What follows belongs to an exercise in optimizing a design on an open flow for small area, a short achievable clock period and few clock cycles; a production flow would make more cautious choices. Only simulation tests tie the RTL to the original design; equivalence was not proved.

## run a
==> flow/design.v (excerpt) <==
module lms_weight_top (
    input  logic                     clk,
    input  logic                     rstn,
    input  logic                     req_valid,
    input  lms_pkg::tap_t            req_tap,
    input  lms_pkg::sample_t         req_err,
    input  lms_pkg::sample_t         req_ref,
    input  logic [32-1:0]  req_power,
    input  lms_pkg::tap_t            rd_tap,
    output logic                     credit_return,
    output logic                     upd_done,
    output lms_pkg::tap_t            upd_tap,
    output lms_pkg::weight_t         rd_weight
);
==> flow/config.mk <==
export PLATFORM = sky130hd
export DESIGN_NAME = lms_weight_top
export DESIGN_NICKNAME = lms_weight_top
export VERILOG_FILES = /design/flow/design.v
export SDC_FILE = /design/flow/constraint.sdc
export NUM_CORES = 4
export LEC_CHECK = 0
export CAP_MARGIN = 20
export CORE_MARGIN = 2
export CORE_UTILIZATION = 40
export SETUP_SLACK_MARGIN = 5
export SLEW_MARGIN = 20
==> flow/constraint.sdc <==
create_clock -name core_clock -period 10.0 [get_ports {clk}]
set_input_delay 2.0000 -clock core_clock [delete_from_list [all_inputs] [get_ports {clk}]]
set_output_delay 2.0000 -clock core_clock [all_outputs]
set_load 0.01 [all_outputs]
standard.sh (not shown) runs the stock make flow with config.mk's settings and CLKGATE_MAP_FILE= SYNTH_SCRIPT=/design/flow/synth_recipe.tcl, a recipe that flattens the netlist after the stock synthesis.
==> flow/flow/run.sh <==
#!/bin/bash
set -euo pipefail
sed 's/SETUP_SLACK_MARGIN=[0-9.]*/SETUP_SLACK_MARGIN=6.2/' standard.sh > standard_margin.sh
grep -q 'SETUP_SLACK_MARGIN=6.2' standard_margin.sh
bash standard_margin.sh > standard_run.log 2>&1
Run a ended with every stage complete and zero timing, DRC or antenna violations.
Testbench counts of run a, summed over its fixed seeds: cycles 4,328.
Setup changes, run a to run b
diff --git a/flow/design.v b/flow/design.v
--- a/flow/design.v
+++ b/flow/design.v
@@ -282,15 +282,18 @@
     assign le   = blen14(s_ea);
     assign lf   = blen14(s_fa);
     assign ln   = blen27(s_na);
     assign lsum = {2'b0, le} + {2'b0, lf};
     assign kk   = lsum + 6'd2 - {1'b0, ln};
     assign cyc  = kk[4:1];
+    logic skip;
+    assign skip = zero || (cyc == 4'd1);
     assign zero = (le == 4'd0) || (lf == 4'd0) || (ln == 5'd0) || ({1'b0, ln} > lsum);
     logic               p_valid;
-    logic               p_zero;
+    logic               p_zero;   
+    logic               p_isz;    
     lms_pkg::tap_t      p_tap;
     logic               p_neg;
     logic [27:0]        p_ps;
     logic [27:0]        p_pc;
     logic [26:0]        p_na;
     logic [3:0]         p_cyc;
@@ -314,13 +317,14 @@
             p_valid <= p_valid_nx;
     end
     always_ff @(posedge clk)
     begin
         if (s_pop)
         begin
-            p_zero <= zero;
+            p_zero <= skip;
+            p_isz  <= zero;
             p_tap  <= s_tap;
             p_neg  <= s_es ^ s_fs ^ s_ns;
             p_ps   <= mul_s;
             p_pc   <= mul_c;
             p_na   <= s_na;
             p_cyc  <= cyc;
@@ -329,12 +333,18 @@
         end
     end
     logic [27:0] p_mag;
     logic [26:0] p_a;
     logic [28:0] p_b;
     assign p_mag = p_ps + p_pc;
+    logic [30:0] p_t1, p_t2, p_t3;
+    logic [1:0]  p_dig;
+    assign p_t1  = {3'b0, p_ps} + {3'b0, p_pc} - {4'b0, p_na};
+    assign p_t2  = {3'b0, p_ps} + {3'b0, p_pc} - {3'b0, p_na, 1'b0};
+    assign p_t3  = {3'b0, p_ps} + {3'b0, p_pc} - {4'b0, p_na} - {3'b0, p_na, 1'b0};
+    assign p_dig = !p_t3[30] ? 2'd3 : !p_t2[30] ? 2'd2 : !p_t1[30] ? 2'd1 : 2'd0;
     assign p_a   = p_mag[26:0];
     assign p_b   = {1'b0, p_na, 1'b0} << {p_cyc - 4'd1, 1'b0};
     logic p_trim;
     assign p_trim = p_odd && (p_cyc != 4'd1) && !p_mag[p_top];
     logic        m_valid;
     logic [26:0] m_a;
@@ -401,12 +411,14 @@
     logic [1:0][15:0] rr_q;
     logic [1:0]       rr_neg;
     logic             rr_take;
     logic             rr_put;
     logic [CQ_N-1:0]      cq_v;
     logic [CQ_N-1:0]      cq_div;
+    logic [CQ_N-1:0][1:0] cq_dq;     
+    logic [CQ_N-1:0]      cq_dn;     
     logic [CQ_N-1:0][4:0] cq_tap;
     logic                 cq_pop;
     logic cq_div0_nx;
     assign upd_tap  = cq_tap[0];
     assign cq_pop   = upd_done;
     assign cq_space = !cq_v[CQ_N-1] || cq_pop;
@@ -423,13 +435,13 @@
         end
     end
     assign cq_v_nx    = cq_nv | cq_ins;
     assign upd_done_nx = cq_v_nx[0] && (!cq_div0_nx || rr_v_nx[0]);
     assign res_ok_nx   = !rr_v_nx[1] || (upd_done_nx && cq_div0_nx);
     assign d_free_nx   = d_idle_nx || (d_resv_nx && res_ok_nx);
-    assign p_zero_nx   = s_pop ? zero : p_zero;
+    assign p_zero_nx   = s_pop ? skip : p_zero;
     assign p_go_nx     = p_valid_nx && (!cq_v_nx[CQ_N-1] || upd_done_nx) &&
                          (p_zero_nx || !m_valid_nx || d_free_nx);
     always_ff @(posedge clk or negedge rstn)
     begin
         if (!rstn)
         begin
@@ -461,17 +473,21 @@
         for (int i = 0; i < CQ_N; i++)
         begin
             if (cq_ins[i])
             begin
                 cq_tap[i] <= p_tap;
                 cq_div[i] <= !p_zero;
+                cq_dq[i]  <= p_isz ? 2'd0 : p_dig;
+                cq_dn[i]  <= p_neg;
             end
             else if (cq_pop)
             begin
                 cq_tap[i] <= cq_tap[(i + 1 < CQ_N) ? i + 1 : i];
                 cq_div[i] <= cq_div[(i + 1 < CQ_N) ? i + 1 : i];
+                cq_dq[i]  <= cq_dq[(i + 1 < CQ_N) ? i + 1 : i];
+                cq_dn[i]  <= cq_dn[(i + 1 < CQ_N) ? i + 1 : i];
             end
         end
     end
     assign rr_take  = upd_done && cq_div[0];
     assign d_res_ok = !rr_v[1] || rr_take;
     assign rr_put   = d_res_valid && d_res_ok;
@@ -513,27 +529,35 @@
     logic [1:0][4:0] cq_tap_nx;
     always_comb
     begin
         for (int i = 0; i < 2; i++)
             cq_tap_nx[i] = cq_ins[i] ? p_tap : (cq_pop ? cq_tap[i + 1] : cq_tap[i]);
     end
+    logic ins0_nx;
+    lms_pkg::tap_t p_tap_nx;
+    assign ins0_nx  = p_go_nx && !(upd_done_nx ? cq_v_nx[(CQ_N > 1) ? 1 : 0] : cq_v_nx[0]);
+    assign p_tap_nx = s_pop ? s_tap : p_tap;
     always_ff @(posedge clk)
     begin
-        next_tap <= upd_done_nx ? cq_tap_nx[1] : cq_tap_nx[0];
+        next_tap <= ins0_nx ? p_tap_nx : (upd_done_nx ? cq_tap_nx[1] : cq_tap_nx[0]);
     end
     assign cur_tap  = next_tap;
     always_ff @(posedge clk)
     begin
         if (wr_en && (wr_tap == next_tap))
             cw <= wr_data;
         else
             cw <= cur_weight;
     end
-    assign wr_en   = rr_take;
+    lms_pkg::weight_t st_q;
+    logic             st_neg;
+    assign st_q    = cq_div[0] ? rr_q[0] : {14'd0, cq_dq[0]};
+    assign st_neg  = cq_div[0] ? rr_neg[0] : cq_dn[0];
+    assign wr_en   = upd_done;
     assign wr_tap  = cq_tap[0];
-    assign wr_data = cw + (rr_q[0] ^ {16{rr_neg[0]}}) + {15'd0, rr_neg[0]};
+    assign wr_data = cw + (st_q ^ {16{st_neg}}) + {15'd0, st_neg};
 endmodule
 module lms_umul14 (
     input  logic [13:0] a,
     input  logic [13:0] b,
     output logic [27:0] s,
     output logic [27:0] c
--- outcome ---
- Diff run a -> run b | cell area | increase of 7.1%
- The final-layout clock-cell area share was comparable across run a and run b.
- On synthesized net count: run b sits above run a.
- Looking at dominant kind of cell, the registers result is from run a; the multi-input gates one comes from run b.
- The flow did not stop early for run b: all stages ran, and the layout cleared the timing, design-rule and antenna checks.
- Layout inverter count without the clock tree ends up higher on run b.
- Run b vs run a: total iterations of the first detailed-routing run up in run b
- Compared with run a, in run b die area shows an increase of about 6%, routed wire length climbed 16000 um, total global routing track utilization saw an increase.
Testbench counts of run b, summed over its fixed seeds: cycles 3,987.

* * *

Another version of the RTL of lms_weight_top (not shown whole).
Size: ~1,100 flip-flops, roughly 96 I/O pins, about 60,000 sq um of cells after synthesis.
clock: 10.0 ns
lec_check: 0
cap_margin: 20
core_margin: 2
core_utilization: 40
setup_slack_margin: 5
slew_margin: 20
run.sh (not shown) runs the stock make flow with config.mk's settings and CLKGATE_MAP_FILE= SYNTH_SCRIPT=/design/flow/synth_recipe.tcl, a recipe that flattens the netlist after the stock synthesis.
Stock flow here: none of the scripts above is used.
Testbench counts at the start, summed over its fixed seeds: cycles 4,479.
==> next run, changes <==
--- a/flow/design.v
+++ b/flow/design.v
@@ -205,33 +205,28 @@
     always_ff @(posedge clk or negedge rstn)
     begin
         if (!rstn)
             vld <= '0;
         else if (wr_en)
             vld[wr_tap] <= 1'b1;
     end
     always_ff @(posedge clk)
     begin
         if (wr_en)
             weights[wr_tap] <= wr_data;
     end
-    logic [3:0][15:0] rd_part;
-    logic [1:0]       rd_hi;
     always_ff @(posedge clk)
     begin
-        for (int j = 0; j < 4; j++)
-            rd_part[j] <= vld[{j[1:0], rd_tap[2:0]}] ? weights[{j[1:0], rd_tap[2:0]}] : '0;
-        rd_hi <= rd_tap[4:3];
+        rd_weight <= vld[rd_tap] ? weights[rd_tap] : '0;
     end
-    assign rd_weight = rd_part[rd_hi];
 endmodule
 `timescale 1ns/1ps
 module lms_update_ctrl #(
     parameter int CQ_N = 6
 ) (
     input  logic                     clk,
     input  logic                     rstn,
     input  logic                     req_valid,
     input  logic                     s_valid,
     input  lms_pkg::tap_t            s_tap,
     input  logic                     s_es,
     input  logic [13:0]              s_ea,
@@ -500,25 +495,34 @@
         begin
             rr_q[0]   <= d_res_q;
             rr_neg[0] <= d_res_neg;
         end
         if (rr_put && (rr_take ? rr_v[1] : rr_v[0]))
         begin
             rr_q[1]   <= d_res_q;
             rr_neg[1] <= d_res_neg;
         end
     end
     lms_pkg::tap_t    next_tap;
     lms_pkg::weight_t cw;
-    assign next_tap = cq_pop ? cq_tap[1] : cq_tap[0];
+    logic [1:0][4:0] cq_tap_nx;
+    always_comb
+    begin
+        for (int i = 0; i < 2; i++)
+            cq_tap_nx[i] = cq_ins[i] ? p_tap : (cq_pop ? cq_tap[i + 1] : cq_tap[i]);
+    end
+    always_ff @(posedge clk)
+    begin
+        next_tap <= upd_done_nx ? cq_tap_nx[1] : cq_tap_nx[0];
+    end
     assign cur_tap  = next_tap;
     always_ff @(posedge clk)
     begin
         if (wr_en && (wr_tap == next_tap))
             cw <= wr_data;
         else
             cw <= cur_weight;
     end
     assign wr_en   = rr_take;
     assign wr_tap  = cq_tap[0];
     assign wr_data = cw + (rr_q[0] ^ {16{rr_neg[0]}}) + {15'd0, rr_neg[0]};
 endmodule
After rerunning: Hold slack loses 0.011 ns; final cell count goes down by 13%; synthesized cell count is lower by about 20%; worst setup slack is worse by 0.022 ns; global-route usage is lower by 1.3 points; critical path depth went up by 19; design area drops by about 3.3%; clock-buffer cell count came out lower by 12; synthesized area goes down by about 3.7%; die area decreases by about 3.6%; core utilization is about the same; sequential share of layout area goes up by 0.12 points.
Testbench counts after the change, summed over its fixed seeds: cycles 4,479.

-- static timing again, ports no longer ideal --
No port has a modelled driver above. Below, the same layouts with a new extraction and two added sets of constraints. Step 1 sets driving cells, clkbuf_16 on the clock port and buf_2 on the other inputs (assumed; they add their load-dependent delay and slew). Step 2 times the ports against the registers' clock, not the clock port: input delays grow and output delays shrink by t, the midpoint of the rising clock arrivals with the driver on. Slacks: no drivers / after step 1 / after step 2; pairs: no drivers / after step 1.
run	shift t [ns]	slack for setup (ns)	worst hold slack (ns)
run a	0.788	5.909 / 5.909 / 5.483	0.423 / 0.423 / 0.423
run b	0.795	3.944 / 3.944 / 3.944	0.384 / 0.384 / 0.384
the first run of note 2	0.793	5.133 / 5.058 / 5.186	0.434 / 0.434 / 0.434
the second run of note 2	0.806	5.111 / 5.111 / 4.918	0.424 / 0.424 / 0.424
After both steps every run listed still meets setup and hold. The setup slack of run a, which loses most, moves by 0.000 ns with the drivers and by -0.426 ns with both steps.
